Context: an optimization exercise on an open-source flow, tuned for small area. The choices shown serve that exercise and are no tape-out recipe.
Function was checked by simulation only, so behaviour that the tests miss may differ from the original.
Power and IR drop assume default switching activity.

## flow/design.v (module list and top-level ports; edited modules follow where they fit)
// module fse_lms_updater: 1728 lines
// module lms_fa: 4 lines
// module lms_aoi22: 3 lines
// module lms_xor: 3 lines
// module lms_xnor: 3 lines
// module lms_ha: 4 lines
module fse_lms_updater (
   input  logic         clk,
   input  logic         i_reset,
   input  logic [7:0]   i_is_data_I,
   input  logic [7:0]   i_is_data_Q,
   input  logic         i_ctrl,
   input  logic         i_baud,
   input  logic [11:0]  i_fse_I,
   input  logic [11:0]  i_fse_Q,
   input  logic         i_en_rx,
   input  logic         i_en_lms,
   output logic [71:0]  o_taps_I,
   output logic [71:0]  o_taps_Q,
   output logic         o_en_taps,
   output logic         o_overrun
);
  // ...
==> flow/flow/run.sh <==
#!/bin/bash
# Own layout flow: the standard synthesis (standard.sh synth, unchanged),
# then the drive-1 resizing of flow/downsize.tcl on the synthesized netlist,
# then the standard ORFS layout (standard.sh finish) with minimum-size port
# buffers and a clock tree built without dummy loads from larger sink
# clusters. ORFS writes each tool's full log under orfs/logs/; the output of
# each command run here goes to a log file of its own in this folder.
set -euo pipefail
bash standard.sh synth > make_synth.log 2>&1
R=orfs/results/${FLOW_PLATFORM}/fse_lms_updater/base
LIB_FILE=${FLOW_HOME}/platforms/${FLOW_PLATFORM}/lib/sky130_fd_sc_hd__tt_025C_1v80.lib \
ODB=$R/1_synth.odb MAX_FANOUT=4 \
  openroad -no_init -exit flow/downsize.tcl > downsize.log 2>&1
touch $R/1_synth.sdc
export BUFFER_PORTS_ARGS="-buffer_cell sky130_fd_sc_hd__buf_1"
export CTS_ARGS="-sink_clustering_enable -repair_clock_nets -dont_use_dummy_load -buf_list sky130_fd_sc_hd__clkbuf_16 -sink_clustering_size 30 -sink_clustering_max_diameter 80"
bash standard.sh finish > make_layout.log 2>&1
==> flow/flow/downsize.tcl <==
# Resize the synthesized netlist's logic cells to drive strength 1 where the
# drive-1 cell is smaller and the cell drives few loads (ABC maps the small
# tree cells of the datapath with drive-2 cells). Registers, buffers,
# inverters and clock cells are left alone; the placement's repair_design and
# repair_timing size cells up again where slew or timing need it.
read_liberty $::env(LIB_FILE)
read_db $::env(ODB)
set lib [lindex [get_libs *] 0]
set n 0
set saved 0.0
foreach inst [get_cells *] {
  set m [get_property $inst ref_name]
  if {![regexp {^(sky130_fd_sc_hd__([a-z0-9]+))_([0-9]+)$} $m -> base fn drive]} { continue }
  if {$drive == 1} { continue }
  if {[regexp {^(df|edf|sdf|dl|buf|clk|inv|bufinv|conb|tap|fill|decap|diode|dly|probe|lpflow)} $fn]} { continue }
  set small [get_lib_cells -quiet */${base}_1]
  if {$small eq ""} { continue }
  set a_old [get_property [get_lib_cells */$m] area]
  set a_new [get_property $small area]
  if {$a_new >= $a_old} { continue }
  set fo 0
  foreach p [get_pins -of_objects $inst -filter "direction == output"] {
    set net [get_nets -quiet -of_objects $p]
    if {$net ne ""} { incr fo [llength [get_pins -quiet -of_objects $net -filter "direction == input"]] }
  }
  if {$fo > $::env(MAX_FANOUT)} { continue }
  replace_cell [get_full_name $inst] ${base}_1
  incr n
  set saved [expr {$saved + $a_old - $a_new}]
}
puts "downsize: resized $n cells, saved [format %.1f $saved] um2"
write_db $::env(ODB)
==> flow/standard.sh <==
#!/bin/bash
# synth_recipe.tcl (not shown) runs the flow's synth.tcl, then flattens the netlist and writes it again
# the make line also repeats each setting of config.mk as NAME=value (left out here)
make -C /OpenROAD-flow-scripts/flow DESIGN_CONFIG=/design/flow/config.mk WORK_HOME=/design/flow/orfs CLKGATE_MAP_FILE= SYNTH_SCRIPT=/design/flow/synth_recipe.tcl "${@:-finish}"
==> flow/config.mk <==
export PLATFORM = sky130hd
export DESIGN_NAME = fse_lms_updater
export DESIGN_NICKNAME = fse_lms_updater
export VERILOG_FILES = /design/flow/design.v
export SDC_FILE = /design/flow/constraint.sdc
export NUM_CORES = 4
export LEC_CHECK = 0
export CAP_MARGIN = 20
export CORE_MARGIN = 2
export CORE_UTILIZATION = 55
export SLEW_MARGIN = 20
export SYNTH_HIERARCHICAL = 1
==> flow/constraint.sdc <==
create_clock -name core_clock -period 13.0 [get_ports {clk}]
set_input_delay 2.6000 -clock core_clock [delete_from_list [all_inputs] [get_ports {clk}]]
set_output_delay 2.6000 -clock core_clock [all_outputs]
set_load 0.01 [all_outputs]
==> key figures, run 1 <==
Critical path
  • WP data required: 13520 ps
  • R2r endpoint: r_aIn[173]$_DFFE_PP_
  • CP top delay family: adder cells
  • WP depth: 34
  • Crit. Startpoint: r_rI[0]$_DFF_P_

GRT
  • Maximum number of pins on one net before global-route repair: 193
  • Grt peak-use layer: met2
  • M1 GR Usage: 32.1%

Power and ir drop
  • Leakage: 11.8 nW
  • Power share of the combinational group: 14.4%
  • Top Consumer: registers

Cells and area
  • Fill count: 4490
  • Clock-cell share of area: 2.18%
  • Largest cell class: registers
  • Non-Filler Instances: 3008

Clock tree
  • CTS tree: built
  • Hold buffer count at CTS: 0
  • # resized after CTS: 0
  • Clock Latency Late Sink: 650 ps
  • CTS root buffer: clkbuf_16
  • Clk slew on worst S/H paths: 110 ps

Timing
  • Final Hold Viols: 0
  • Worst Tran Pin Value: 1120 ps
  • Final-report setup violation count: 0

Placement
  • Area post-placement: 0.0349 mm2

Floorplanning
  • Io pins: 192
  • DIE WIDTH: 249 um

Run status
  • Status: complete, no violations

Drt
  • Routed vias/inst: 5.83
==> inputs of run 2 (changes only) <==
--- a/flow/design.v
+++ b/flow/design.v
@@ -878,24 +878,20 @@
    wire dpr_t573, dpr_t574;
    lms_fa u_dpr_t573 (.a(dpr_t534), .b(dpr_t533), .c(dpr_t572), .s(dpr_t573), .co(dpr_t574));
    wire dpr_t575, dpr_t576;
    lms_fa u_dpr_t575 (.a(dpr_t536), .b(dpr_t535), .c(dpr_t574), .s(dpr_t575), .co(dpr_t576));
    wire dpr_t577, dpr_t578;
    lms_fa u_dpr_t577 (.a(dpr_t538), .b(dpr_t537), .c(dpr_t576), .s(dpr_t577), .co(dpr_t578));
    wire dpr_t579, dpr_t580;
    lms_fa u_dpr_t579 (.a(dpr_t540), .b(dpr_t539), .c(dpr_t578), .s(dpr_t579), .co(dpr_t580));
-   wire dpr_t581, dpr_t582;
-   lms_fa u_dpr_t581 (.a(dpr_t542), .b(dpr_t541), .c(dpr_t580), .s(dpr_t581), .co(dpr_t582));
-   wire dpr_t583, dpr_t584;
-   lms_fa u_dpr_t583 (.a(dpr_t543), .b(dpr_t326), .c(dpr_t582), .s(dpr_t583), .co(dpr_t584));
-   wire [5:0] dpr_ha = {1'b1, dpr_t332, dpr_t547, dpr_t546, dpr_t545, dpr_t544};
-   wire [5:0] dpr_hb = {1'b0, dpr_t331, dpr_t330, dpr_t329, dpr_t328, dpr_t327};
-   wire [5:0] dpr_hs = dpr_ha + dpr_hb + {5'd0, dpr_t584};
-   assign w_nI = {dpr_hs, dpr_t583, dpr_t581, dpr_t579, dpr_t577, dpr_t575, dpr_t573, dpr_t571, dpr_t569, dpr_t567, dpr_t565, dpr_t563, dpr_t561, dpr_t559, dpr_t557, dpr_t555};
+   wire [7:0] dpr_ha = {1'b1, dpr_t332, dpr_t547, dpr_t546, dpr_t545, dpr_t544, dpr_t543, dpr_t542};
+   wire [7:0] dpr_hb = {1'b0, dpr_t331, dpr_t330, dpr_t329, dpr_t328, dpr_t327, dpr_t326, dpr_t541};
+   wire [7:0] dpr_hs = dpr_ha + dpr_hb + {7'd0, dpr_t580};
+   assign w_nI = {dpr_hs, dpr_t579, dpr_t577, dpr_t575, dpr_t573, dpr_t571, dpr_t569, dpr_t567, dpr_t565, dpr_t563, dpr_t561, dpr_t559, dpr_t557, dpr_t555};
    wire dpi_t1_one = w_rI[0];
    wire dpi_t1_two = w_rI[1];
    wire dpi_t1_neg = w_rI[2];
    wire dpi_t2;
    wire dpi_t3 = ~(dpi_t1_one & w_eQ[0]);
    lms_xnor u_dpi_t2 (.a(dpi_t3), .b(dpi_t1_neg), .y(dpi_t2));
    wire dpi_t4;
    wire dpi_t5;
@@ -1666,24 +1662,20 @@
    wire dpi_t573, dpi_t574;
    lms_fa u_dpi_t573 (.a(dpi_t534), .b(dpi_t533), .c(dpi_t572), .s(dpi_t573), .co(dpi_t574));
    wire dpi_t575, dpi_t576;
    lms_fa u_dpi_t575 (.a(dpi_t536), .b(dpi_t535), .c(dpi_t574), .s(dpi_t575), .co(dpi_t576));
    wire dpi_t577, dpi_t578;
    lms_fa u_dpi_t577 (.a(dpi_t538), .b(dpi_t537), .c(dpi_t576), .s(dpi_t577), .co(dpi_t578));
    wire dpi_t579, dpi_t580;
    lms_fa u_dpi_t579 (.a(dpi_t540), .b(dpi_t539), .c(dpi_t578), .s(dpi_t579), .co(dpi_t580));
-   wire dpi_t581, dpi_t582;
-   lms_fa u_dpi_t581 (.a(dpi_t542), .b(dpi_t541), .c(dpi_t580), .s(dpi_t581), .co(dpi_t582));
-   wire dpi_t583, dpi_t584;
-   lms_fa u_dpi_t583 (.a(dpi_t543), .b(dpi_t326), .c(dpi_t582), .s(dpi_t583), .co(dpi_t584));
-   wire [5:0] dpi_ha = {1'b1, dpi_t332, dpi_t547, dpi_t546, dpi_t545, dpi_t544};
-   wire [5:0] dpi_hb = {1'b0, dpi_t331, dpi_t330, dpi_t329, dpi_t328, dpi_t327};
-   wire [5:0] dpi_hs = dpi_ha + dpi_hb + {5'd0, dpi_t584};
-   assign w_nQ = {dpi_hs, dpi_t583, dpi_t581, dpi_t579, dpi_t577, dpi_t575, dpi_t573, dpi_t571, dpi_t569, dpi_t567, dpi_t565, dpi_t563, dpi_t561, dpi_t559, dpi_t557, dpi_t555};
+   wire [7:0] dpi_ha = {1'b1, dpi_t332, dpi_t547, dpi_t546, dpi_t545, dpi_t544, dpi_t543, dpi_t542};
+   wire [7:0] dpi_hb = {1'b0, dpi_t331, dpi_t330, dpi_t329, dpi_t328, dpi_t327, dpi_t326, dpi_t541};
+   wire [7:0] dpi_hs = dpi_ha + dpi_hb + {7'd0, dpi_t580};
+   assign w_nQ = {dpi_hs, dpi_t579, dpi_t577, dpi_t575, dpi_t573, dpi_t571, dpi_t569, dpi_t567, dpi_t565, dpi_t563, dpi_t561, dpi_t559, dpi_t557, dpi_t555};
    logic [19:0] w_sI, w_sQ;
    assign w_sI = (w_nI[20] != w_nI[19]) ? {w_nI[20], {19{~w_nI[20]}}} : w_nI[19:0];
    assign w_sQ = (w_nQ[20] != w_nQ[19]) ? {w_nQ[20], {19{~w_nQ[20]}}} : w_nQ[19:0];
    always_ff @(posedge clk) begin
       if (w_step) begin
          r_aIn <= {w_sI, r_aIn[179:20]};
          r_aQn <= {w_sQ, r_aQn[179:20]};
       end
==> flow/config.mk (replaced) <==
export PLATFORM = sky130hd
export DESIGN_NAME = fse_lms_updater
export DESIGN_NICKNAME = fse_lms_updater
export VERILOG_FILES = /design/flow/design.v
export SDC_FILE = /design/flow/constraint.sdc
export NUM_CORES = 4
export LEC_CHECK = 0
export CAP_MARGIN = 5
export CORE_MARGIN = 2
export CORE_UTILIZATION = 55
export SLEW_MARGIN = 5
export SYNTH_HIERARCHICAL = 1
==> key figures, run 2 <==
Critical path
  • Critical path endpoint category: flip-flop
  • Crit Path Class: reg2reg
  • Crit path largest cell delay: 930 ps
  • Crit path launch type: flip-flop
  • Critical Path AT: 12500 ps
  • Crit. Startpoint: r_rI[0]$_DFF_P_
  • WP data required: 13330 ps (-190 ps)
  • Crit path top cell by count: fa_1
  • Worst path slowest cell: dfxtp_1
  • Reg-to-reg critical path startpoint: r_rI[0]$_DFF_P_
  • Worst-path fanout max: 26

Timing
  • Final setup TNS: 0 ps
  • Worst Tran Pin Value: 1180 ps (+55.8 ps)
  • Slew Limit Fails: 0
  • Crit path time final: 12160 ps
  • Final-report setup violation count: 0 (unchanged)
  • Setup Skew: 66.4 ps
  • Final Hold Viols: 0 (unchanged)
  • Final period utilization: 93.6%
  • RSZ-0062 raised after global routing: no
  • Relative slew slack: 21.4%
  • Fmax: 82.2 MHz

Placement
  • Port-buffer cells: 191
  • HPWL Detailed: 44.3 mm
  • Gpl congestion: 0.857
  • Inst Count DP: 2973

Floorplanning
  • Starting Density: 55.6%
  • DIE WIDTH: 248 um (-0.25%)
  • Rows: 89
  • Die Height: 248 um
  • Core area: 0.0590 mm2
  • Io pins: 192 (unchanged)
  • Full die area: 0.0617 mm2

Drt
  • Remaining DRCs: 0
  • Routed Antenna Nets: 0
  • Iteration-0 DRC Markers: 1684
  • Via count: 17400
  • First-pass DRT Iterations: 7
  • Routed vias/inst: 5.78 (-0.84%)
  • Wire per inst: 22.3 um
  • Drt total wl: 67.0 mm

Hold path
  • Hold path startpoint: r_aQn[90]$_DFFE_PP_
  • Worst Hold Class: reg2reg

Cells and area
  • Sequential cell area: 0.0211 mm2
  • Leading cell type in the layout, fill and taps excluded: edfxtp_1
  • Syn-to-layout area delta: 8.40%
  • Share of cells above drive strength 1: 5.46%
  • # nets final: 2564
  • Biggest regs: r_aIn x180, r_aQn x180
  • Non-Filler Instances: 3008 (unchanged)
  • Area of the multi-input gates: 0.0113 mm2
  • Fill count: 4515 (+0.56%)
  • Most frequent cells in the layout: edfxtp_1 (672), fa_1 (224), a22oi_1 (206), buf_1 (190), nor2_1 (169)
  • Number of diodes: 0

Clock tree
  • CTS tree: built
  • Post-CTS Setup Bufs: 0
  • Clk slew on worst S/H paths: 100 ps (about the same)
  • CTS buffer count: 35
  • Hold buffer count at CTS: 0 (unchanged)
  • CTS root buffer: clkbuf_16
  • # resized after CTS: 0 (unchanged)
  • Clk sink count: 716
  • Clock Latency Late Sink: 570 ps (-80 ps)
  • H-tree levels: 2
  • Clk buf depth: 3

Power and ir drop
  • Pwr dens: 159 mW/mm2
  • Peak supply drop: 0.000273 V
  • Leakage: 11.7 nW (-0.53%)

Flow run
  • Max Cap Viol: 0

GRT
  • Initial antenna violation count: 1
  • First-pass GRT wire length: 104 mm
  • Vias in the first global route: 17600
  • Maximum number of pins on one net before global-route repair: 198 (+2.6%)
  • Tot GR Track Use: 22.2%
  • Congestion Overflow GR: 0

Logic synthesis
  • Synth Net Count: 2337
  • Synth Warn #: 7
  • Mapped cell area: 0.0328 mm2
  • Syn avg cell area: 16.3 um2
  • Synth Instances: 2010

Run status
  • Status: complete, no violations
## run 2: power breakdown
group          internal, mW  switching [mW]  leakage, nW  total (mW)
combinational         0.123           0.556         4.79       0.679
sequential             3.50           0.352         6.52        3.85
clock                 0.484           0.650        0.431        1.13
total                  4.11            1.56         11.7        5.66
## run 2: routing by layer
metal	routed length, um	vias to the layer above	global-route usage, %
li1	-	7830	-
met1	30100	8954	32.9
met2	31700	521	35.0
met3	3890	91	3.54
met4	1380	0	5.04
met5	0	-	0
## run 2: layout make-up
cell class / count / share of cell area, %
Sequential cell: 716 / 59.3
Multi-Input combinational cell: 1187 / 31.8
Timing Repair Buffer: 234 / 2.97
Tap cell: 773 / 2.72
Clock buffer: 35 / 2.46
Inverter: 63 / 0.678
## run 2: worst paths after layout
| kind | end | slack [ps] | cells past startpoint |
|---|---|---|---|
| min in group asynchronous | r_fill[0]$_DFFE_PP0P_ | 1970 | 2 |
| worst min register to register | r_aQn[70]$_DFFE_PP_ | 390 | 0 |
| max in group asynchronous | r_stale$_DFFE_PP1P_ | 10700 | 2 |
| worst max register to register | r_aQn[176]$_DFFE_PP_ | 840 | 32 |
| worst max-delay path | r_aQn[176]$_DFFE_PP_ | 840 | 32 |
| worst min-delay path | r_aQn[70]$_DFFE_PP_ | 390 | 0 |
## run 2: critical path, delay by kind of cell (launching register included)
family | cells | cell delay, ps
AO/OA/AOI/OAI | 6 | 1610
XOR/XNOR | 1 | 190
adder cells (fa/ha/maj) | 22 | 8920
buffers and inverters | 1 | 90
flip-flops | 1 | 930
AND/OR/NAND/NOR | 2 | 190
## run 2: stage by stage
step | utilization [%] | hold slack [ps] | setup slack [ps] | total power [mW] | area [um2]
5_1_grt | 60.3 | 391 | 251 | 5.93 | 35600
3_5_place_dp | 58.8 | 405 | 947 | 4.59 | 34700
3_3_place_gp | 58.8 | 401 | 1090 | 4.55 | 34700
4_1_cts | 60.3 | 384 | 818 | 5.73 | 35600
2_1_floorplan | - | 400 | 1550 | 4.45 | 32800
6_report | 60.3 | 387 | 835 | 5.66 | 35600
==> inputs of run 3 (changes only) <==
--- a/flow/config.mk
+++ b/flow/config.mk
@@ -6,7 +6,7 @@
 export NUM_CORES = 4
 export LEC_CHECK = 0
-export CAP_MARGIN = 5
+export CAP_MARGIN = 20
 export CORE_MARGIN = 2
-export CORE_UTILIZATION = 55
-export SLEW_MARGIN = 5
+export CORE_UTILIZATION = 65
+export SLEW_MARGIN = 20
 export SYNTH_HIERARCHICAL = 1
==> key figures, run 3 <==
Hold path
  • Hold path cells: 0 (unchanged)
  • Worst Hold Class: reg2reg
  • Hold endpoint: r_aIn[126]$_DFFE_PP_
  • Hold path startpoint: r_aIn[146]$_DFFE_PP_

GRT
  • Vias in the first global route: 17600 (-0.34%)
  • Maximum number of pins on one net before global-route repair: 191 (-3.5%)
  • Congestion Overflow GR: 0 (unchanged)
  • Tot GR Track Use: 25.0% (+2.9 points)
  • First-pass GRT wire length: 101 mm (-2.9%)
  • Initial antenna violation count: 0 (-1)

Power and ir drop
  • Peak supply drop: 0.000298 V (+9.3%)
  • Total power: 5.56 mW (-1.8%)
  • Pwr dens: 157 mW/mm2 (-1.1%)
  • Leakage: 11.7 nW (-0.56%)

Timing
  • Worst Tran Pin Value: 1190 ps (+10.9 ps)
  • Final Hold Viols: 0 (unchanged)
  • Final-report setup violation count: 0 (unchanged)
  • Setup WS post-layout: 973 ps (+137 ps)
  • Crit path time final: 12030 ps (-137 ps)
  • Worst hold slack: 381 ps (-5.57 ps)
  • Relative slew slack: 20.8% (-0.62 points)
  • Final setup TNS: 0 ps (unchanged)
  • Setup Skew: 61.1 ps (-5.25 ps)
  • Slew Limit Fails: 0 (unchanged)
  • Final period utilization: 92.5% (-1.1 points)
  • Fmax: 83.1 MHz (+1.1%)
  • RSZ-0062 raised after global routing: no

Cells and area
  • Finished Cell Area: 0.0353 mm2 (-0.71%)
  • Number of diodes: 0 (unchanged)
  • Biggest regs: r_aIn x180, r_aQn x180
  • Syn-to-layout area delta: 7.63%
  • Area of the multi-input gates: 0.0113 mm2 (about the same)
  • Sequential cell area: 0.0211 mm2 (about the same)
  • # nets final: 2558 (-0.23%)
  • Share of cells above drive strength 1: 5.11% (-0.34 points)
  • Fill count: 3331 (-26%)
  • Most frequent cells in the layout: edfxtp_1 (672), fa_1 (224), a22oi_1 (206), buf_1 (190), nor2_1 (170)
  • Leading cell type in the layout, fill and taps excluded: edfxtp_1

Critical path
  • R2R depth: 32 (unchanged)
  • Worst path slowest cell: dfxtp_1
  • Crit path top cell by count: fa_1
  • Reg2reg setup slack: 970 ps (+140 ps)
  • Critical Path AT: 12350 ps (-150 ps)
  • Reg-to-reg critical path startpoint: r_rI[4]$_DFF_P_
  • Buf+Inv Stages, Crit Path: 1 (unchanged)
  • Crit path largest cell delay: 850 ps (-80 ps)
  • Worst-path fanout max: 24 (-7.7%)
  • Crit path launch type: flip-flop
  • R2r endpoint: r_aQn[173]$_DFFE_PP_
  • Critical path endpoint category: flip-flop
  • WP data required: 13320 ps (about the same)
  • CP top delay family: adder cells
  • Crit Path Class: reg2reg

Placement
  • Dpl ws: 1030 ps (+84.0 ps)
  • HPWL Detailed: 43.1 mm (-2.8%)
  • Gpl congestion: 0.898 (+4.8%)
  • Port-buffer cells: 191 (unchanged)
  • Area post-placement: 0.0346 mm2 (-0.40%)

Drt
  • Wire per inst: 22.2 um (-0.54%)
  • Via count: 17500 (+0.49%)
  • Drt total wl: 64.3 mm (-4.1%)
  • Routed Antenna Nets: 0 (unchanged)
  • Iteration-0 DRC Markers: 1668 (-0.95%)
  • First-pass DRT Iterations: 6 (-1)
  • Routed vias/inst: 6.03 (+4.2%)
  • Remaining DRCs: 0 (unchanged)

Clock tree
  • Clk buf depth: 3 (unchanged)
  • CTS tree: built
  • Clock Latency Late Sink: 630 ps (+60 ps)
  • H-tree levels: 1 (-1)
  • CTS buffer count: 30 (-14%)
  • Post-CTS Setup Bufs: 0 (unchanged)
  • Clk slew on worst S/H paths: 100 ps (about the same)
  • CTS root buffer: clkbuf_16
  • # resized after CTS: 0 (unchanged)
  • Clk sink count: 716 (unchanged)
  • Hold buffer count at CTS: 0 (unchanged)

Logic synthesis
  • Syn avg cell area: 16.3 um2 (unchanged)
  • Mapped cell area: 0.0328 mm2 (unchanged)
  • Synth Net Count: 2337 (unchanged)
  • Synth Warn #: 7 (unchanged)
  • Synth Instances: 2010 (unchanged)

Floorplanning
  • Io pins: 192 (unchanged)
  • Full die area: 0.0523 mm2 (-15%)
  • DIE WIDTH: 229 um (-7.9%)
  • Rows: 82 (-7.9%)
  • Core area: 0.0501 mm2 (-15%)
  • Starting Density: 65.6% (+9.9 points)
  • Die Height: 229 um (-7.9%)

Run status
  • Status: complete, no violations

Flow run
  • Max Cap Viol: 0 (unchanged)
## run 3: routing by layer
metal	vias to the layer above	wire, um	track usage (%)
met5	-	0	0
met4	0	1500	6.35
met3	106	4260	3.84
met2	639	30500	39.8
met1	8918	28000	37.2
li1	7818	-	-
## run 3: how the worst max path moves through the flow
stage	from	to	slack [ps]	cells after the start
3_5_place_dp	r_rI[4]$_DFF_P_	r_aQn[161]$_DFFE_PP_	1030	32
5_1_grt	r_rI[4]$_DFF_P_	r_aQn[173]$_DFFE_PP_	360	32
6_report	r_rI[4]$_DFF_P_	r_aQn[173]$_DFFE_PP_	970	32
4_1_cts	r_rI[4]$_DFF_P_	r_aQn[172]$_DFFE_PP_	950	32
3_3_place_gp	r_rI[4]$_DFF_P_	r_aQn[162]$_DFFE_PP_	1220	32
2_1_floorplan	r_rI[2]$_DFF_P_	r_aIn[177]$_DFFE_PP_	1550	33
## run 3: worst reg2reg max path: cells and delay by family, from the launching register on
kind	cells	cell delay [ps]
AOI/OAI and AO/OA	6	1500
buffers and inverters	1	90
adders and majority gates	22	8850
and+or+nand+nor	2	200
xor gates and xnor gates	1	250
DFF	1	850
## run 3: final cells by class
| type | instances | area share (%) |
|---|---|---|
| timing repair buffer | 233 | 2.97 |
| inverter | 63 | 0.683 |
| sequential | 716 | 59.8 |
| clock buffer | 30 | 2.12 |
| tap | 672 | 2.38 |
| multi-input combinational | 1187 | 32.1 |
## run 3: stage by stage
step / utilization [%] / instances
after floorplan: - / 2010
after global placement: 69.1 / 2871
after detailed placement: 69.1 / 2871
after CTS: 70.6 / 2901
after global routing: 70.6 / 2901
final: 70.6 / 2901
## run 3: where the power goes
group / internal (mW) / switching [mW] / leakage [nW]
Clock: 0.411 / 0.621 / 0.370
Sequential: 3.50 / 0.366 / 6.52
Combinational: 0.121 / 0.540 / 4.79
Total: 4.04 / 1.53 / 11.7
==> inputs of run 4 (changes only) <==
--- a/flow/config.mk
+++ b/flow/config.mk
@@ -8,5 +8,5 @@
 export CAP_MARGIN = 20
 export CORE_MARGIN = 2
-export CORE_UTILIZATION = 65
+export CORE_UTILIZATION = 72
 export SLEW_MARGIN = 20
 export SYNTH_HIERARCHICAL = 1
==> key figures, run 4 <==
GRT
  • Global Route met3 Usage: 4.45% (+0.61 points)
  • Maximum number of pins on one net before global-route repair: 192 (+0.52%)
  • Initial antenna violation count: 1 (+1)
  • Congestion Overflow GR: 0 (unchanged)
  • Tot GR Track Use: 29.5% (+4.5 points)
  • M1 GR Usage: 42.5% (+5.4 points)
  • Vias in the first global route: 18400 (+4.7%)
  • First-pass GRT wire length: 105 mm (+4.6%)
  • GR Layer Usage met2: 48.4% (+8.6 points)
  • Grt peak-use layer: met2

Drt
  • Routed vias/inst: 6.38 (+5.8%)
  • Drt total wl: 68.1 mm (+6.0%)
  • Routed Antenna Nets: 0 (unchanged)
  • Iteration-0 DRC Markers: 2262 (+36%)
  • First-pass DRT Iterations: 7 (+1)
  • Remaining DRCs: 0 (unchanged)
  • Wire per inst: 24.1 um (+8.7%)
  • Via count: 18000 (+3.2%)

Clock tree
  • Clk slew on worst S/H paths: 120 ps (+20 ps)
  • CTS buffer count: 29 (-3.3%)
  • H-tree levels: 1 (unchanged)
  • Hold buffer count at CTS: 0 (unchanged)
  • CTS tree: built
  • CTS root buffer: clkbuf_16
  • Post-CTS Setup Bufs: 0 (unchanged)
  • Clk sink count: 716 (unchanged)
  • # resized after CTS: 0 (unchanged)
  • Clock Latency Late Sink: 640 ps (about the same)
  • Clk buf depth: 3 (unchanged)

Critical path
  • Reg-to-reg critical path startpoint: r_rI[5]$_DFF_P_
  • Critical Path AT: 12650 ps (+300 ps)
  • Crit path largest cell delay: 990 ps (+140 ps)
  • Buf+Inv Stages, Crit Path: 2 (+1)
  • R2r endpoint: r_aIn[177]$_DFFE_PP_
  • Worst path slowest cell: dfxtp_1
  • Critical path endpoint category: flip-flop
  • Crit path top cell by count: fa_1
  • Crit Path Class: reg2reg
  • Crit path launch type: flip-flop
  • Worst-path fanout max: 19 (-21%)
  • Reg2reg setup slack: 830 ps (-140 ps)
  • CP top delay family: adder cells
  • Crit. Startpoint: r_rI[5]$_DFF_P_
  • WP data required: 13480 ps (+160 ps)
  • R2R depth: 32 (unchanged)

Cells and area
  • Sequential cell area: 0.0211 mm2 (unchanged)
  • Leading cell type in the layout, fill and taps excluded: edfxtp_1
  • # nets final: 2555 (-0.12%)
  • Syn-to-layout area delta: 7.30%
  • Most frequent cells in the layout: edfxtp_1 (672), fa_1 (224), a22oi_1 (206), buf_1 (190), nor2_1 (171)
  • Share of cells above drive strength 1: 4.94% (-0.17 points)
  • Biggest regs: r_aIn x180, r_aQn x180
  • Area of the multi-input gates: 0.0113 mm2 (about the same)
  • Fill count: 2500 (-25%)

Power and ir drop
  • Pwr dens: 159 mW/mm2 (+0.90%)
  • Peak supply drop: 0.000311 V (+4.3%)
  • Total power: 5.60 mW (+0.59%)
  • Leakage: 11.7 nW (-0.14%)

Timing
  • Final setup TNS: 0 ps (unchanged)
  • Worst Tran Pin Value: 1170 ps (-18.0 ps)
  • Relative slew slack: 21.9% (+1.1 points)
  • Final period utilization: 93.6% (+1.1 points)
  • Crit path time final: 12170 ps (+142 ps)
  • Slew Limit Fails: 0 (unchanged)
  • Final Hold Viols: 0 (unchanged)
  • Final-report setup violation count: 0 (unchanged)
  • Setup Skew: 82.4 ps (+21.3 ps)
  • Fmax: 82.2 MHz (-1.2%)
  • Setup WS post-layout: 831 ps (-142 ps)
  • RSZ-0062 raised after global routing: no

Flow run
  • Max Cap Viol: 0 (unchanged)

Floorplanning
  • Full die area: 0.0473 mm2 (-9.6%)
  • DIE WIDTH: 218 um (-4.9%)
  • Core area: 0.0452 mm2 (-9.8%)
  • Starting Density: 72.7% (+7.1 points)
  • Die Height: 218 um (-4.9%)
  • Io pins: 192 (unchanged)
  • Rows: 78 (-4.9%)

Logic synthesis
  • Synth Net Count: 2337 (unchanged)
  • Mapped cell area: 0.0328 mm2 (unchanged)
  • Syn avg cell area: 16.3 um2 (unchanged)
  • Synth Instances: 2010 (unchanged)
  • Synth Warn #: 7 (unchanged)

Placement
  • Dpl ws: 1000 ps (-31.8 ps)
  • Port-buffer cells: 191 (unchanged)
  • Gpl congestion: 0.901 (+0.33%)
  • HPWL Detailed: 44.6 mm (+3.4%)

Hold path
  • Hold path cells: 0 (unchanged)
  • Hold path startpoint: r_aIn[45]$_DFFE_PP_
  • Worst Hold Class: reg2reg
  • Hold endpoint: r_aIn[25]$_DFFE_PP_

Run status
  • Status: complete, no violations
-- run 4: changes by cell type in the layout (fill, tap and decap cells not counted) --
cell and change:
nor2_1 +1, nor2_2 -1, buf_4 -3, buf_16 +1
clkbuf_16 -1, diode_2 +2
-- run 4: report_power, final --
| part | switching, mW | total [mW] | internal [mW] |
|---|---|---|---|
| logic | 0.545 | 0.680 | 0.135 |
| registers | 0.394 | 3.89 | 3.50 |
| clock network | 0.622 | 1.02 | 0.399 |
| total | 1.56 | 5.60 | 4.03 |
-- run 4: worst max-delay path by stage --
stage                            to  slack (ps)  cells after the start
4_1_cts        r_aQn[160]$_DFFE_PP_         890                     32
3_3_place_gp   r_aQn[164]$_DFFE_PP_        1260                     31
5_1_grt        r_aIn[177]$_DFFE_PP_         450                     32
2_1_floorplan  r_aIn[177]$_DFFE_PP_        1550                     33
3_5_place_dp   r_aQn[164]$_DFFE_PP_        1000                     32
6_report       r_aIn[177]$_DFFE_PP_         830                     32
-- run 4: area by class of cell --
type	count	area share, %
Antenna cell	2	0.0142
Clock buffer	29	2.06
Inverter	63	0.685
Multi-Input combinational cell	1187	32.2
Sequential cell	716	59.9
Tap cell	600	2.13
Timing Repair Buffer	231	2.99
-- run 4: metal layers --
metal	vias to the layer above	wire length [um]
li1	7820	-
met1	9172	27600
met2	937	33500
met3	103	5660
met4	0	1390
met5	-	0
-- run 4: stage by stage --
stage / cell area, um2 / hold slack, ps / util [%] / cells
global placement: 34500 / 401 / 76.3 / 2796
floorplan: 32800 / 400 / - / 2010
CTS: 35200 / 371 / 77.9 / 2825
detailed placement: 34500 / 405 / 76.3 / 2796
finish: 35200 / 374 / 78.0 / 2828
global route: 35200 / 390 / 78.0 / 2826
==> inputs of run 5 (changes only) <==
--- a/flow/config.mk
+++ b/flow/config.mk
@@ -8,5 +8,5 @@
 export CAP_MARGIN = 20
 export CORE_MARGIN = 2
-export CORE_UTILIZATION = 72
+export CORE_UTILIZATION = 55
 export SLEW_MARGIN = 20
 export SYNTH_HIERARCHICAL = 1
==> key figures, run 5 <==
Drt
  • Drt total wl: 67.0 mm (-1.7%)
  • First-pass DRT Iterations: 6 (-1)
  • Routed Antenna Nets: 0 (unchanged)
  • Remaining DRCs: 0 (unchanged)
  • Iteration-0 DRC Markers: 1672 (-26%)
  • Routed vias/inst: 5.76 (-9.6%)
  • Via count: 17300 (-3.8%)
  • Wire per inst: 22.3 um (-7.6%)

Critical path
  • WP data required: 13330 ps (-150 ps)
  • Crit path top cell by count: fa_1
  • Crit Path Class: reg2reg
  • Critical Path AT: 12490 ps (-160 ps)
  • Critical path endpoint category: flip-flop
  • Reg-to-reg critical path startpoint: r_rI[0]$_DFF_P_
  • Crit. Startpoint: r_rI[0]$_DFF_P_
  • Worst path slowest cell: dfxtp_1
  • Crit path largest cell delay: 930 ps (-60 ps)
  • Crit path launch type: flip-flop
  • Worst-path fanout max: 26 (+7)

Floorplanning
  • Rows: 89 (+14%)
  • Io pins: 192 (unchanged)
  • Full die area: 0.0617 mm2 (+30%)
  • DIE WIDTH: 248 um (+14%)
  • Core area: 0.0590 mm2 (+31%)
  • Starting Density: 55.6% (-17 points)
  • Die Height: 248 um (+14%)

Cells and area
  • Area of the multi-input gates: 0.0113 mm2 (about the same)
  • Share of cells above drive strength 1: 5.50% (+0.56 points)
  • Number of diodes: 0 (-2)
  • Syn-to-layout area delta: 8.42%
  • Biggest regs: r_aIn x180, r_aQn x180
  • Leading cell type in the layout, fill and taps excluded: edfxtp_1
  • # nets final: 2564 (+0.35%)
  • Fill count: 4514 (+81%)
  • Sequential cell area: 0.0211 mm2 (about the same)
  • Most frequent cells in the layout: edfxtp_1 (672), fa_1 (224), a22oi_1 (206), buf_1 (190), nor2_1 (169)

Timing
  • Fmax: 82.3 MHz (+0.11%)
  • Crit path time final: 12160 ps (-12.8 ps)
  • Relative slew slack: 23.6% (+1.7 points)
  • Slew Limit Fails: 0 (unchanged)
  • Final Hold Viols: 0 (unchanged)
  • RSZ-0062 raised after global routing: no
  • Setup Skew: 67.4 ps (-15.0 ps)
  • Final-report setup violation count: 0 (unchanged)
  • Final period utilization: 93.5% (-0.098 points)
  • Final setup TNS: 0 ps (unchanged)
  • Worst Tran Pin Value: 1140 ps (-25.8 ps)

GRT
  • Maximum number of pins on one net before global-route repair: 198 (+3.1%)
  • Initial antenna violation count: 1 (unchanged)
  • First-pass GRT wire length: 104 mm (-1.6%)
  • Vias in the first global route: 17600 (-4.2%)
  • Tot GR Track Use: 22.2% (-7.3 points)
  • Congestion Overflow GR: 0 (unchanged)

Logic synthesis
  • Synth Instances: 2010 (unchanged)
  • Mapped cell area: 0.0328 mm2 (unchanged)
  • Synth Warn #: 7 (unchanged)
  • Syn avg cell area: 16.3 um2 (unchanged)
  • Synth Net Count: 2337 (unchanged)

Clock tree
  • H-tree levels: 2 (+1)
  • Clk sink count: 716 (unchanged)
  • Hold buffer count at CTS: 0 (unchanged)
  • CTS tree: built
  • Post-CTS Setup Bufs: 0 (unchanged)
  • CTS buffer count: 35 (+21%)
  • Clk buf depth: 3 (unchanged)
  • # resized after CTS: 0 (unchanged)
  • Clk slew on worst S/H paths: 100 ps (-20 ps)
  • Clock Latency Late Sink: 570 ps (-70 ps)
  • CTS root buffer: clkbuf_16

Flow run
  • Max Cap Viol: 0 (unchanged)

Power and ir drop
  • Pwr dens: 159 mW/mm2 (+0.22%)
  • Total power: 5.67 mW (+1.3%)
  • Peak supply drop: 0.000273 V (-12%)
  • Leakage: 11.7 nW (+0.72%)

Run status
  • Status: complete, no violations

Placement
  • Gpl congestion: 0.857 (-4.9%)
  • Port-buffer cells: 191 (unchanged)
  • HPWL Detailed: 44.3 mm (-0.57%)

Hold path
  • Worst Hold Class: reg2reg
  • Hold path startpoint: r_aQn[90]$_DFFE_PP_
## run 5: final timing paths
kind / to / slack (ps) / cells past startpoint
worst max-delay path: r_aQn[176]$_DFFE_PP_ / 840 / 32
worst min-delay path: r_aQn[70]$_DFFE_PP_ / 390 / 0
worst max register to register: r_aQn[176]$_DFFE_PP_ / 840 / 32
worst min register to register: r_aQn[70]$_DFFE_PP_ / 390 / 0
max in group asynchronous: r_stale$_DFFE_PP1P_ / 10700 / 2
min in group asynchronous: r_fill[0]$_DFFE_PP0P_ / 1970 / 2
## run 5: metal layers
metal | vias to the layer above | global-route usage [%] | routed length (um)
li1 | 7826 | - | -
met1 | 8905 | 32.9 | 30000
met2 | 521 | 35.0 | 31700
met3 | 88 | 3.54 | 3910
met4 | 0 | 5.04 | 1400
met5 | - | 0 | 0
## run 5: area by class of cell
| cell class | instances | share of cell area, % |
|---|---|---|
| flip-flops and latches | 716 | 59.3 |
| repair buffers | 234 | 2.98 |
| clock buffers | 35 | 2.46 |
| multi-input cells | 1187 | 31.8 |
| inverters | 63 | 0.678 |
| well taps | 773 | 2.72 |
## run 5: metrics by stage
step | instances | hold WS, ps | setup slack (ps) | util (%) | area (um2)
2_1_floorplan | 2010 | 400 | 1550 | - | 32800
6_report | 3008 | 386 | 843 | 60.3 | 35600
3_5_place_dp | 2973 | 405 | 947 | 58.8 | 34700
5_1_grt | 3008 | 391 | 251 | 60.3 | 35600
3_3_place_gp | 2973 | 401 | 1090 | 58.8 | 34700
4_1_cts | 3008 | 384 | 818 | 60.3 | 35600
## run 5: report_power, final
part	switching [mW]	internal, mW	total, mW	leakage (nW)
clock	0.650	0.484	1.13	0.431
combinational	0.557	0.123	0.681	4.79
sequential	0.353	3.50	3.85	6.52
total	1.56	4.11	5.67	11.7
## run 5: worst max-delay path: cells and delay by family, from the launching register on
kind	cells	cell delay [ps]
buffers and inverters	1	90
AND/OR/NAND/NOR	2	190
flip-flops	1	930
adder cells (fa/ha/maj)	22	8920
XOR/XNOR	1	190
AO/OA/AOI/OAI	6	1610
==> inputs of run 6 (changes only) <==
--- a/flow/flow/run.sh
+++ b/flow/flow/run.sh
@@ -10,5 +10,5 @@
 R=orfs/results/${FLOW_PLATFORM}/fse_lms_updater/base
 LIB_FILE=${FLOW_HOME}/platforms/${FLOW_PLATFORM}/lib/sky130_fd_sc_hd__tt_025C_1v80.lib \
-ODB=$R/1_synth.odb MAX_FANOUT=4 \
+ODB=$R/1_synth.odb MAX_FANOUT=16 \
   openroad -no_init -exit flow/downsize.tcl > downsize.log 2>&1
 touch $R/1_synth.sdc
--- a/flow/config.mk
+++ b/flow/config.mk
@@ -8,5 +8,5 @@
 export CAP_MARGIN = 20
 export CORE_MARGIN = 2
-export CORE_UTILIZATION = 55
+export CORE_UTILIZATION = 70
 export SLEW_MARGIN = 20
 export SYNTH_HIERARCHICAL = 1
==> key figures, run 6 <==
Critical path
  • Worst-path fanout max: 24 (-7.7%)
  • Reg2reg setup slack: 880 ps (+40 ps)
  • Worst path slowest cell: dfxtp_1
  • WP data required: 13370 ps (+40 ps)
  • Crit Path Class: reg2reg
  • Crit path largest cell delay: 880 ps (-50 ps)
  • Crit path launch type: flip-flop
  • Crit path top cell by count: fa_1
  • Critical Path AT: 12490 ps (about the same)
  • Critical path endpoint category: flip-flop

Clock tree
  • CTS tree: built
  • CTS root buffer: clkbuf_16
  • Hold buffer count at CTS: 0 (unchanged)
  • Clk buf depth: 3 (unchanged)
  • H-tree levels: 1 (-1)
  • Post-CTS Setup Bufs: 0 (unchanged)
  • # resized after CTS: 0 (unchanged)
  • Clk slew on worst S/H paths: 100 ps (about the same)
  • Clk sink count: 716 (unchanged)
  • CTS buffer count: 30 (-14%)
  • Clock Latency Late Sink: 630 ps (+60 ps)

Floorplanning
  • Full die area: 0.0487 mm2 (-21%)
  • Core area: 0.0465 mm2 (-21%)
  • Starting Density: 70.7% (+15 points)
  • DIE WIDTH: 221 um (-11%)
  • Io pins: 192 (unchanged)
  • Rows: 79 (-11%)
  • Die Height: 221 um (-11%)

Power and ir drop
  • P_int: 4.03 mW (-1.8%)
  • Power share of the combinational group: 11.9% (about the same)
  • Pwr dens: 158 mW/mm2 (-0.52%)
  • Part of the power in the clock network: 18.6% (-1.4 points)
  • Switching pwr: 1.55 mW (-0.78%)
  • Peak supply drop: 0.000180 V (-34%)
  • Leakage: 11.7 nW (-0.67%)
  • Switching part of the total: 27.7% (+0.21 points)
  • Part of the power in registers: 69.5% (+1.5 points)

Logic synthesis
  • Synth Net Count: 2337 (unchanged)
  • Synth Warn #: 7 (unchanged)
  • Mapped cell area: 0.0328 mm2 (unchanged)
  • Synth Instances: 2010 (unchanged)
  • Syn avg cell area: 16.3 um2 (unchanged)

Cells and area
  • Share of cells above drive strength 1: 4.98% (-0.52 points)
  • Finished Cell Area: 0.0352 mm2 (-1.0%)
  • Number of diodes: 0 (unchanged)
  • # nets final: 2556 (-0.31%)
  • Biggest regs: r_aIn x180, r_aQn x180
  • Leading cell type in the layout, fill and taps excluded: edfxtp_1
  • Syn-to-layout area delta: 7.33%
  • Most frequent cells in the layout: edfxtp_1 (672), fa_1 (224), a22oi_1 (206), buf_1 (190), nor2_1 (171)

GRT
  • Initial antenna violation count: 0 (-1)
  • Tot GR Track Use: 27.5% (+5.3 points)
  • Congestion Overflow GR: 0 (unchanged)
  • First-pass GRT wire length: 101 mm (-2.4%)
  • Maximum number of pins on one net before global-route repair: 181 (-8.6%)
  • Vias in the first global route: 17800 (+0.98%)

Drt
  • Wire per inst: 23.1 um (+3.6%)
  • Drt total wl: 65.4 mm (-2.4%)
  • Routed Antenna Nets: 0 (unchanged)
  • Via count: 17800 (+2.6%)
  • Routed vias/inst: 6.28 (+8.9%)
  • Remaining DRCs: 0 (unchanged)
  • Iteration-0 DRC Markers: 2184 (+31%)
  • First-pass DRT Iterations: 9 (+3)

Timing
  • Relative slew slack: 27.5% (+3.9 points)
  • Crit path time final: 12120 ps (-36.4 ps)
  • Final-report setup violation count: 0 (unchanged)
  • Setup WS post-layout: 880 ps (+36.4 ps)
  • Fmax: 82.5 MHz (+0.30%)
  • Final setup TNS: 0 ps (unchanged)
  • Worst Tran Pin Value: 1090 ps (-56.4 ps)
  • Slew Limit Fails: 0 (unchanged)
  • Final Hold Viols: 0 (unchanged)
  • RSZ-0062 raised after global routing: no
  • Setup Skew: 59.8 ps (-7.61 ps)
  • Final period utilization: 93.2% (-0.28 points)
  • Worst hold slack: 373 ps (-12.4 ps)

Flow run
  • Max Cap Viol: 0 (unchanged)

Placement
  • Port-buffer cells: 191 (unchanged)
  • HPWL Detailed: 43.3 mm (-2.3%)
  • Dpl ws: 1010 ps (+67.1 ps)
  • Gpl congestion: 0.891 (+4.0%)
  • Area post-placement: 0.0345 mm2 (-0.68%)

Hold path
  • Worst Hold Class: reg2reg

Run status
  • Status: complete, no violations
==> run 6: cell type report <==
type,count,area [um2]
sequential,716,21100
multi-input combinational,1187,11300
fill,2691,11200
timing repair buffer,231,1030
tap,607,759
clock buffer,30,751
inverter,63,241
==> run 6: final timing paths <==
path                                            from  depth (start not counted)              endpoint
worst max-delay path                 r_rI[1]$_DFF_P_                         32  r_aQn[176]$_DFFE_PP_
worst min-delay path            r_aQn[108]$_DFFE_PP_                          0   r_aQn[88]$_DFFE_PP_
worst max register to register       r_rI[1]$_DFF_P_                         32  r_aQn[176]$_DFFE_PP_
worst min register to register  r_aQn[108]$_DFFE_PP_                          0   r_aQn[88]$_DFFE_PP_
max in group asynchronous                    i_reset                          2   r_stale$_DFFE_PP1P_
min in group asynchronous                    i_reset                          2   o_en_taps$_DFF_PP0_
==> run 6: power by group through the flow <==
| stage | registers, mW | logic [mW] | clock network [mW] |
|---|---|---|---|
| after floorplan | 4.04 | 0.404 | 0 |
| after global placement | 3.87 | 0.641 | 0 |
| after detailed placement | 3.91 | 0.668 | 0 |
| after CTS | 3.87 | 0.666 | 1.06 |
| after global routing | 3.94 | 0.733 | 1.13 |
| final | 3.88 | 0.665 | 1.04 |
==> run 6: layer usage <==
layer | wire length, um | up-vias | GRT usage (%)
met5 | 0 | - | 0
met4 | 1270 | 0 | 5.78
met3 | 5270 | 104 | 4.18
met2 | 31400 | 838 | 44.2
met1 | 27500 | 9030 | 41.0
li1 | - | 7821 | -
==> run 6: critical path: cells and delay by family (launching register included) <==
family          cells  cell delay, ps
flops               1             880
buf+inv             1              90
fa+ha+maj          22            8860
compound gates      6            1560
xor+xnor            1             280
simple gates        2             220
==> run 6: per-stage QoR <==
step                power (mW)  std cells  util (%)
global placement          4.51       2804      74.2
CTS                       5.59       2834      75.9
finish                    5.58       2834      75.9
floorplan                 4.45       2010         -
global route              5.80       2834      75.9
detailed placement        4.58       2804      74.2
==> inputs of run 7 (changes only) <==
--- a/flow/flow/run.sh
+++ b/flow/flow/run.sh
@@ -10,5 +10,5 @@
 R=orfs/results/${FLOW_PLATFORM}/fse_lms_updater/base
 LIB_FILE=${FLOW_HOME}/platforms/${FLOW_PLATFORM}/lib/sky130_fd_sc_hd__tt_025C_1v80.lib \
-ODB=$R/1_synth.odb MAX_FANOUT=16 \
+ODB=$R/1_synth.odb MAX_FANOUT=4 \
   openroad -no_init -exit flow/downsize.tcl > downsize.log 2>&1
 touch $R/1_synth.sdc
--- a/flow/config.mk
+++ b/flow/config.mk
@@ -9,4 +9,5 @@
 export CORE_MARGIN = 2
 export CORE_UTILIZATION = 70
+export GPL_ROUTABILITY_DRIVEN = 0
 export SLEW_MARGIN = 20
 export SYNTH_HIERARCHICAL = 1
==> key figures, run 7 <==
Timing
  • Final period utilization: 93.2% (about the same)
  • RSZ-0062 raised after global routing: no
  • Setup Skew: 64.1 ps (+4.35 ps)
  • Worst Tran Pin Value: 1060 ps (-24.5 ps)
  • Slew Limit Fails: 0 (unchanged)
  • Final setup TNS: 0 ps (unchanged)
  • Fmax: 82.5 MHz (about the same)
  • Relative slew slack: 29.0% (+1.5 points)
  • Final Hold Viols: 0 (unchanged)
  • Crit path time final: 12120 ps (-1.84 ps)
  • Final-report setup violation count: 0 (unchanged)

Cells and area
  • Area of the multi-input gates: 0.0113 mm2 (about the same)
  • # nets final: 2550 (-0.23%)
  • Share of cells above drive strength 1: 4.82% (-0.17 points)
  • Fill count: 2755 (+2.4%)
  • Leading cell type in the layout, fill and taps excluded: edfxtp_1
  • Syn-to-layout area delta: 7.20%
  • Most frequent cells in the layout: edfxtp_1 (672), fa_1 (224), a22oi_1 (206), buf_1 (190), nor2_1 (169)
  • Finished Cell Area: 0.0352 mm2 (-0.11%)
  • Number of diodes: 0 (unchanged)
  • Sequential cell area: 0.0211 mm2 (unchanged)
  • Biggest regs: r_aIn x180, r_aQn x180

Logic synthesis
  • Synth Net Count: 2337 (unchanged)
  • Syn avg cell area: 16.3 um2 (unchanged)
  • Synth Instances: 2010 (unchanged)
  • Mapped cell area: 0.0328 mm2 (unchanged)
  • Synth Warn #: 7 (unchanged)

Floorplanning
  • Die Height: 221 um (unchanged)
  • DIE WIDTH: 221 um (unchanged)
  • Starting Density: 70.7% (unchanged)
  • Core area: 0.0465 mm2 (unchanged)
  • Io pins: 192 (unchanged)
  • Full die area: 0.0487 mm2 (unchanged)
  • Rows: 79 (unchanged)

Critical path
  • Worst path slowest cell: dfxtp_1
  • Crit path largest cell delay: 920 ps (+40 ps)
  • WP data required: 13370 ps (about the same)
  • R2R depth: 32 (unchanged)
  • Critical path endpoint category: flip-flop
  • Reg-to-reg critical path startpoint: r_rI[3]$_DFF_P_
  • R2r endpoint: r_aQn[176]$_DFFE_PP_
  • Crit path top cell by count: fa_1
  • CP top delay family: adder cells
  • Buf+Inv Stages, Crit Path: 1 (unchanged)
  • Crit path launch type: flip-flop
  • Critical Path AT: 12490 ps (about the same)
  • Crit Path Class: reg2reg
  • Worst-path fanout max: 26 (+8.3%)
  • Reg2reg setup slack: 880 ps (about the same)

Placement
  • HPWL Detailed: 42.2 mm (-2.6%)
  • Area post-placement: 0.0344 mm2 (-0.12%)
  • Port-buffer cells: 191 (unchanged)

Clock tree
  • H-tree levels: 1 (unchanged)
  • Clk sink count: 716 (unchanged)
  • Post-CTS Setup Bufs: 0 (unchanged)
  • Hold buffer count at CTS: 0 (unchanged)
  • CTS tree: built
  • Clk slew on worst S/H paths: 110 ps (about the same)
  • Clk buf depth: 3 (unchanged)
  • # resized after CTS: 0 (unchanged)
  • CTS buffer count: 30 (unchanged)
  • Clock Latency Late Sink: 630 ps (about the same)
  • CTS root buffer: clkbuf_16

Flow run
  • Max Cap Viol: 0 (unchanged)

Power and ir drop
  • Pwr dens: 158 mW/mm2 (-0.20%)
  • Leakage: 11.6 nW (-0.27%)
  • Peak supply drop: 0.000255 V (+41%)

Hold path
  • Hold path startpoint: r_aQn[129]$_DFFE_PP_
  • Worst Hold Class: reg2reg
  • Hold path cells: 0 (unchanged)
  • Hold endpoint: r_aQn[109]$_DFFE_PP_

Drt
  • Remaining DRCs: 0 (unchanged)
  • Via count: 17800 (-0.090%)
  • Wire per inst: 22.8 um (-1.3%)
  • Routed Antenna Nets: 0 (unchanged)
  • Drt total wl: 64.4 mm (-1.5%)
  • Iteration-0 DRC Markers: 2172 (-0.55%)
  • First-pass DRT Iterations: 9 (unchanged)
  • Routed vias/inst: 6.29 (+0.12%)

GRT
  • Initial antenna violation count: 0 (unchanged)
  • Maximum number of pins on one net before global-route repair: 199 (+9.9%)
  • Vias in the first global route: 17700 (-0.63%)
  • First-pass GRT wire length: 99.0 mm (-2.2%)
  • Congestion Overflow GR: 0 (unchanged)
  • Tot GR Track Use: 26.9% (-0.57 points)

Run status
  • Status: complete, no violations
run 7: where the power goes:
group / switching, mW / internal [mW] / total, mW
Clock: 0.621 / 0.412 / 1.03
Combinational: 0.506 / 0.116 / 0.621
Sequential: 0.408 / 3.50 / 3.91
Total: 1.53 / 4.03 / 5.56
run 7: metrics by stage:
step	hold WS, ps	cells	setup slack (ps)	power, mW	util (%)
after floorplan	400	2010	1550	4.45	-
after global placement	401	2798	1170	4.50	74.2
after detailed placement	405	2798	1020	4.56	74.2
after CTS	379	2828	882	5.57	75.8
after global routing	389	2828	339	5.78	75.8
final	374	2828	882	5.56	75.8
run 7: layer usage:
metal	GRT usage [%]	wire (um)
met2	43.2	30900
met5	0	0
met3	4.48	5210
met1	39.4	26800
met4	6.84	1450
run 7: worst max path at each step:
stage,start,endpoint,slack [ps],cells after the start
finish,r_rI[3]$_DFF_P_,r_aQn[176]$_DFFE_PP_,880,32
detailed placement,r_rI[0]$_DFF_P_,r_aQn[160]$_DFFE_PP_,1020,33
global route,r_rI[0]$_DFF_P_,r_aQn[176]$_DFFE_PP_,340,33
CTS,r_rI[0]$_DFF_P_,r_aQn[168]$_DFFE_PP_,880,33
floorplan,r_rI[2]$_DFF_P_,r_aIn[177]$_DFFE_PP_,1550,33
global placement,r_rI[0]$_DFF_P_,r_aQn[164]$_DFFE_PP_,1170,32
run 7: worst reg2reg max path, delay by kind of cell, from the launching register on:
| kind | cells | cell delay, ps |
|---|---|---|
| AND/OR/NAND/NOR | 2 | 210 |
| adder cells (fa/ha/maj) | 22 | 8810 |
| AO/OA/AOI/OAI | 6 | 1610 |
| flip-flops | 1 | 920 |
| XOR/XNOR | 1 | 250 |
| buffers and inverters | 1 | 80 |
run 7: layout make-up:
class / instances / area share, %
Sequential cell: 716 / 60.0
Multi-Input combinational cell: 1187 / 32.2
Timing Repair Buffer: 225 / 2.81
Tap cell: 607 / 2.16
Clock buffer: 30 / 2.13
Inverter: 63 / 0.686
==> inputs of run 8 (changes only) <==
--- a/flow/config.mk
+++ b/flow/config.mk
@@ -9,5 +9,4 @@
 export CORE_MARGIN = 2
 export CORE_UTILIZATION = 70
-export GPL_ROUTABILITY_DRIVEN = 0
 export SLEW_MARGIN = 20
 export SYNTH_HIERARCHICAL = 1
==> key figures, run 8 <==
Drt
  • Via count: 17800 (+0.090%)
  • Routed vias/inst: 6.28 (-0.12%)
  • Routed wl met2: 31.4 mm (+1.4%)
  • Routed Antenna Nets: 0 (unchanged)
  • M1 wire length: 27.5 mm (+2.6%)
  • Drt total wl: 65.4 mm (+1.5%)
  • Metal3 WL: 5.27 mm (+1.1%)
  • Highest Signal Layer: met4
  • First-pass DRT Iterations: 9 (unchanged)
  • Iteration-0 DRC Markers: 2184 (+0.55%)
  • Remaining DRCs: 0 (unchanged)
  • Wire per inst: 23.1 um (+1.3%)

Placement
  • HPWL Detailed: 43.3 mm (+2.7%)
  • Gpl congestion: 0.891
  • Port-buffer cells: 191 (unchanged)
  • Dpl ws: 1010 ps (-2.15 ps)

Clock tree
  • Clock Latency Late Sink: 630 ps (about the same)
  • Clk slew on worst S/H paths: 100 ps (about the same)
  • Hold buffer count at CTS: 0 (unchanged)
  • CTS root buffer: clkbuf_16
  • Clk buf depth: 3 (unchanged)
  • # resized after CTS: 0 (unchanged)
  • Clk sink count: 716 (unchanged)
  • Post-CTS Setup Bufs: 0 (unchanged)
  • H-tree levels: 1 (unchanged)
  • CTS buffer count: 30 (unchanged)
  • CTS tree: built

GRT
  • Vias in the first global route: 17800 (+0.64%)
  • Maximum number of pins on one net before global-route repair: 181 (-9.0%)
  • First-pass GRT wire length: 101 mm (+2.2%)
  • Initial antenna violation count: 0 (unchanged)
  • Congestion Overflow GR: 0 (unchanged)
  • Tot GR Track Use: 27.5% (+0.57 points)

Timing
  • Setup WS post-layout: 880 ps (-1.84 ps)
  • Relative slew slack: 27.5% (-1.5 points)
  • Final Hold Viols: 0 (unchanged)
  • Final setup TNS: 0 ps (unchanged)
  • Final-report setup violation count: 0 (unchanged)
  • Worst Tran Pin Value: 1090 ps (+24.5 ps)
  • Crit path time final: 12120 ps (+1.84 ps)
  • Slew Limit Fails: 0 (unchanged)
  • Setup Skew: 59.8 ps (-4.35 ps)
  • Final period utilization: 93.2% (about the same)
  • RSZ-0062 raised after global routing: no
  • Fmax: 82.5 MHz (about the same)

Critical path
  • Reg-to-reg critical path startpoint: r_rI[1]$_DFF_P_
  • WP data required: 13370 ps (about the same)
  • Critical path endpoint category: flip-flop
  • Worst-path fanout max: 24 (-7.7%)
  • Crit Path Class: reg2reg
  • CP top delay family: adder cells
  • Buf+Inv Stages, Crit Path: 1 (unchanged)
  • Worst path slowest cell: dfxtp_1
  • Critical Path AT: 12490 ps (about the same)
  • Crit. Startpoint: r_rI[1]$_DFF_P_
  • Crit path launch type: flip-flop
  • Crit path largest cell delay: 880 ps (-40 ps)
  • Crit path top cell by count: fa_1

Cells and area
  • Share of cells above drive strength 1: 4.98% (+0.17 points)
  • Most frequent cells in the layout: edfxtp_1 (672), fa_1 (224), a22oi_1 (206), buf_1 (190), nor2_1 (171)
  • # nets final: 2556 (+0.24%)
  • Syn-to-layout area delta: 7.33%
  • Leading cell type in the layout, fill and taps excluded: edfxtp_1
  • Biggest regs: r_aIn x180, r_aQn x180
  • Number of diodes: 0 (unchanged)

Power and ir drop
  • Leakage: 11.7 nW (+0.27%)
  • Part of the power in the clock network: 18.6% (about the same)
  • Switching pwr: 1.55 mW (+0.89%)
  • P_int: 4.03 mW (+0.10%)
  • Part of the power in registers: 69.5% (-0.8 points)
  • Pwr dens: 158 mW/mm2 (+0.20%)
  • Power share of the combinational group: 11.9% (+0.7 points)
  • Switching part of the total: 27.7% (+0.16 points)
  • Peak supply drop: 0.000180 V (-29%)

Floorplanning
  • Starting Density: 70.7% (unchanged)
  • Rows: 79 (unchanged)
  • DIE WIDTH: 221 um (unchanged)
  • Io pins: 192 (unchanged)
  • Core area: 0.0465 mm2 (unchanged)
  • Die Height: 221 um (unchanged)
  • Full die area: 0.0487 mm2 (unchanged)

Logic synthesis
  • Synth Warn #: 7 (unchanged)
  • Synth Instances: 2010 (unchanged)
  • Synth Net Count: 2337 (unchanged)
  • Mapped cell area: 0.0328 mm2 (unchanged)
  • Syn avg cell area: 16.3 um2 (unchanged)

Hold path
  • Worst Hold Class: reg2reg
  • Hold path startpoint: r_aQn[108]$_DFFE_PP_

Run status
  • Status: complete, no violations

Flow run
  • Max Cap Viol: 0 (unchanged)
## run 8: power by group through the flow
| stage | sequential [mW] | combinational, mW | clock [mW] |
|---|---|---|---|
| floorplan | 4.04 | 0.404 | 0 |
| detailed placement | 3.91 | 0.668 | 0 |
| global placement | 3.87 | 0.641 | 0 |
| finish | 3.88 | 0.665 | 1.04 |
| global route | 3.94 | 0.733 | 1.13 |
| CTS | 3.87 | 0.666 | 1.06 |
## run 8: cell type report
cell class              instances  area, um2
clock buffers                  30        751
fillers                      2691      11200
inverters                      63        241
multi-input cells            1187      11300
flip-flops and latches        716      21100
well taps                     607        759
repair buffers                231       1030
## run 8: path summary, 6_finish.rpt
check                                       end  slack (ps)  depth (start not counted)
min in group asynchronous   o_en_taps$_DFF_PP0_        1920                          2
hold reg to reg             r_aQn[88]$_DFFE_PP_         370                          0
max in group asynchronous   r_stale$_DFFE_PP1P_       10760                          2
setup reg to reg           r_aQn[176]$_DFFE_PP_         880                         32
hold / removal              r_aQn[88]$_DFFE_PP_         370                          0
setup / recovery           r_aQn[176]$_DFFE_PP_         880                         32
## run 8: stage by stage
stage / instances / hold slack (ps) / area, um2 / total power, mW / util [%]
detailed placement: 2804 / 405 / 34500 / 4.58 / 74.2
global route: 2834 / 372 / 35200 / 5.80 / 75.9
finish: 2834 / 373 / 35200 / 5.58 / 75.9
CTS: 2834 / 377 / 35200 / 5.59 / 75.9
floorplan: 2010 / 400 / 32800 / 4.45 / -
global placement: 2804 / 400 / 34500 / 4.51 / 74.2
## run 8: per-layer routing
layer / up-vias / global-route usage (%)
met4: 0 / 5.78
met3: 104 / 4.18
met5: - / 0
met2: 838 / 44.2
li1: 7821 / -
met1: 9030 / 41.0
==> inputs of run 9 (changes only) <==
--- a/flow/config.mk
+++ b/flow/config.mk
@@ -9,4 +9,5 @@
 export CORE_MARGIN = 2
 export CORE_UTILIZATION = 70
+export PLACE_DENSITY_LB_ADDON = 0.0
 export SLEW_MARGIN = 20
 export SYNTH_HIERARCHICAL = 1
==> key figures, run 9 <==
Run status
  • Status: complete, no violations

Cells and area
  • Number of diodes: 0 (unchanged)
  • Share of cells above drive strength 1: 4.90% (-0.085 points)
  • Non-Filler Instances: 2832 (-0.071%)
  • Most frequent cells in the layout: edfxtp_1 (672), fa_1 (224), a22oi_1 (206), buf_1 (190), nor2_1 (171)
  • # nets final: 2554 (-0.078%)
  • Syn-to-layout area delta: 7.27% (about the same)
  • Finished Cell Area: 0.0352 mm2 (about the same)
  • Leading cell type in the layout, fill and taps excluded: edfxtp_1
  • Fill count: 2708 (+0.63%)
  • Fin util: 75.8% (about the same)
  • Biggest regs: r_aIn x180, r_aQn x180

Logic synthesis
  • Synth Warn #: 7 (unchanged)
  • Synth Net Count: 2337 (unchanged)
  • Mapped cell area: 0.0328 mm2 (unchanged)
  • Synth Instances: 2010 (unchanged)
  • Syn avg cell area: 16.3 um2 (unchanged)

Timing
  • Worst Tran Pin Value: 1050 ps (-34.3 ps)
  • Final setup TNS: 0 ps (unchanged)
  • Fmax: 81.7 MHz (-0.98%)
  • Relative slew slack: 28.4% (+0.89 points)
  • Final Hold Viols: 0 (unchanged)
  • RSZ-0062 raised after global routing: no
  • Final-report setup violation count: 0 (unchanged)
  • Setup Skew: 65.0 ps (+5.21 ps)
  • Crit path time final: 12240 ps (+120 ps)
  • Slew Limit Fails: 0 (unchanged)
  • Final period utilization: 94.2% (+0.93 points)

Critical path
  • Worst-path fanout max: 26 (+8.3%)
  • WP data required: 13430 ps (+60 ps)
  • Crit path top cell by count: fa_1
  • Critical path endpoint category: flip-flop
  • Crit path launch type: flip-flop
  • Critical Path AT: 12670 ps (+180 ps)
  • Worst path slowest cell: dfxtp_1
  • Crit path largest cell delay: 900 ps (+20 ps)
  • Crit Path Class: reg2reg

Drt
  • Via count: 17800 (-0.15%)
  • Drt total wl: 67.1 mm (+2.7%)
  • Wire per inst: 23.7 um (+2.7%)
  • Remaining DRCs: 0 (unchanged)
  • Routed vias/inst: 6.27 (about the same)
  • First-pass DRT Iterations: 7 (-2)
  • Iteration-0 DRC Markers: 2033 (-6.9%)
  • Routed Antenna Nets: 0 (unchanged)

Floorplanning
  • Core area: 0.0465 mm2 (unchanged)
  • Io pins: 192 (unchanged)
  • Die Height: 221 um (unchanged)
  • Full die area: 0.0487 mm2 (unchanged)
  • DIE WIDTH: 221 um (unchanged)
  • Rows: 79 (unchanged)
  • Starting Density: 70.7% (unchanged)

GRT
  • Tot GR Track Use: 28.1% (+0.62 points)
  • Initial antenna violation count: 1 (+1)
  • Maximum number of pins on one net before global-route repair: 195 (+7.7%)
  • Vias in the first global route: 17700 (-0.54%)
  • Congestion Overflow GR: 0 (unchanged)
  • First-pass GRT wire length: 102 mm (+0.88%)

Power and ir drop
  • Total power: 5.59 mW (+0.14%)
  • Pwr dens: 159 mW/mm2 (+0.19%)
  • Peak supply drop: 0.000273 V (+51%)
  • Leakage: 11.7 nW (about the same)

Clock tree
  • CTS buffer count: 30 (unchanged)
  • Hold buffer count at CTS: 0 (unchanged)
  • # resized after CTS: 0 (unchanged)
  • Clock Latency Late Sink: 620 ps (about the same)
  • CTS root buffer: clkbuf_16
  • H-tree levels: 1 (unchanged)
  • Clk buf depth: 3 (unchanged)
  • Clk sink count: 716 (unchanged)
  • CTS tree: built
  • Post-CTS Setup Bufs: 0 (unchanged)
  • Clk slew on worst S/H paths: 100 ps (about the same)

Placement
  • Inst Count DP: 2802 (-0.071%)
  • HPWL Detailed: 44.5 mm (+2.8%)
  • Area post-placement: 0.0345 mm2 (about the same)
  • Gpl congestion: 0.923 (+3.6%)
  • Port-buffer cells: 191 (unchanged)

Flow run
  • Max Cap Viol: 0 (unchanged)

Hold path
  • Worst Hold Class: reg2reg
## run 9: critical path, delay by kind of cell, from the launching register on
| family | cells | cell delay, ps |
|---|---|---|
| multiplexers | 1 | 860 |
| adder cells (fa/ha/maj) | 22 | 8840 |
| flip-flops | 1 | 900 |
| AND/OR/NAND/NOR | 2 | 210 |
| AO/OA/AOI/OAI | 5 | 890 |
| XOR/XNOR | 1 | 250 |
| buffers and inverters | 1 | 90 |
## run 9: report_power, final
part	internal (mW)	switching, mW	total, mW
Clock	0.412	0.613	1.03
Combinational	0.120	0.538	0.659
Sequential	3.50	0.403	3.90
## run 9: layout make-up
cell class / instances / area [um2] / area share [%]
repair buffers: 229 / 1020 / 2.90
inverters: 63 / 241 / 0.685
well taps: 607 / 759 / 2.16
flip-flops and latches: 716 / 21100 / 60.0
clock buffers: 30 / 751 / 2.13
multi-input cells: 1187 / 11300 / 32.2
## run 9: final timing paths
kind / start / end / slack (ps) / cells after the start
max reg2reg: r_rI[3]$_DFF_P_ / r_aQn[167]$_DFFE_PP_ / 760 / 32
max: r_rI[3]$_DFF_P_ / r_aQn[167]$_DFFE_PP_ / 760 / 32
max in group asynchronous: i_reset / r_stale$_DFFE_PP1P_ / 10760 / 2
min in group asynchronous: i_reset / r_cnt[0]$_DFFE_PP0P_ / 1920 / 2
min: r_aQn[87]$_DFFE_PP_ / r_aQn[67]$_DFFE_PP_ / 370 / 0
min reg2reg: r_aQn[87]$_DFFE_PP_ / r_aQn[67]$_DFFE_PP_ / 370 / 0
## run 9: stage by stage
stage                     hold WS, ps  setup WS [ps]
final                             367            759
after global routing              374            249
after CTS                         368            908
after detailed placement          405            943
after global placement            401           1250
after floorplan                   400           1550
## run 9: per-layer routing
metal | global-route usage [%] | vias up | routed length (um)
li1 | - | 7816 | -
met1 | 40.3 | 9090 | 27700
met2 | 46.0 | 762 | 32800
met3 | 5.18 | 96 | 5320
met4 | 6.31 | 2 | 1320
met5 | 0 | - | 9

==> port drivers added, routing unchanged <==
The results above use ideal ports. As a check the final layouts listed here were re-extracted and re-timed, cells and wires unchanged. Step 1 sets driving cells, clkbuf_16 on the clock port and buf_2 on the other inputs (assumed; they add their load-dependent delay and slew). Step 2 times the ports against the registers' clock, not the clock port: input delays grow and output delays shrink by t, the midpoint of the rising clock arrivals with the driver on. Three values: no drivers, after step 1, after step 2; two values: the first two.
| run | t, ns | setup slack, ns | hold slack, ns | worst setup path after step 2 | cell pins on the clock port's net |
|---|---|---|---|---|---|
| run 1 | 0.664 | 0.574 / 0.574 / 0.574 | 0.359 / 0.359 / 0.359 | register to register | 1 |
| run 2 | 0.608 | 0.835 / 0.835 / 0.835 | 0.387 / 0.387 / 0.387 | register to register | 1 |
| run 3 | 0.659 | 0.973 / 0.973 / 0.973 | 0.381 / 0.381 / 0.381 | register to register | 1 |
| run 4 | 0.655 | 0.831 / 0.831 / 0.831 | 0.374 / 0.374 / 0.374 | register to register | 1 |
| run 5 | 0.609 | 0.843 / 0.843 / 0.843 | 0.386 / 0.386 / 0.386 | register to register | 1 |
| run 6 | 0.658 | 0.880 / 0.880 / 0.880 | 0.373 / 0.373 / 0.373 | register to register | 1 |
| run 7 | 0.656 | 0.882 / 0.882 / 0.882 | 0.374 / 0.374 / 0.374 | register to register | 1 |
| run 8 | 0.658 | 0.880 / 0.880 / 0.880 | 0.373 / 0.373 / 0.373 | register to register | 1 |
| run 9 | 0.653 | 0.759 / 0.759 / 0.759 | 0.367 / 0.367 / 0.367 | register to register | 1 |
After both steps setup and hold are still met in every run listed.
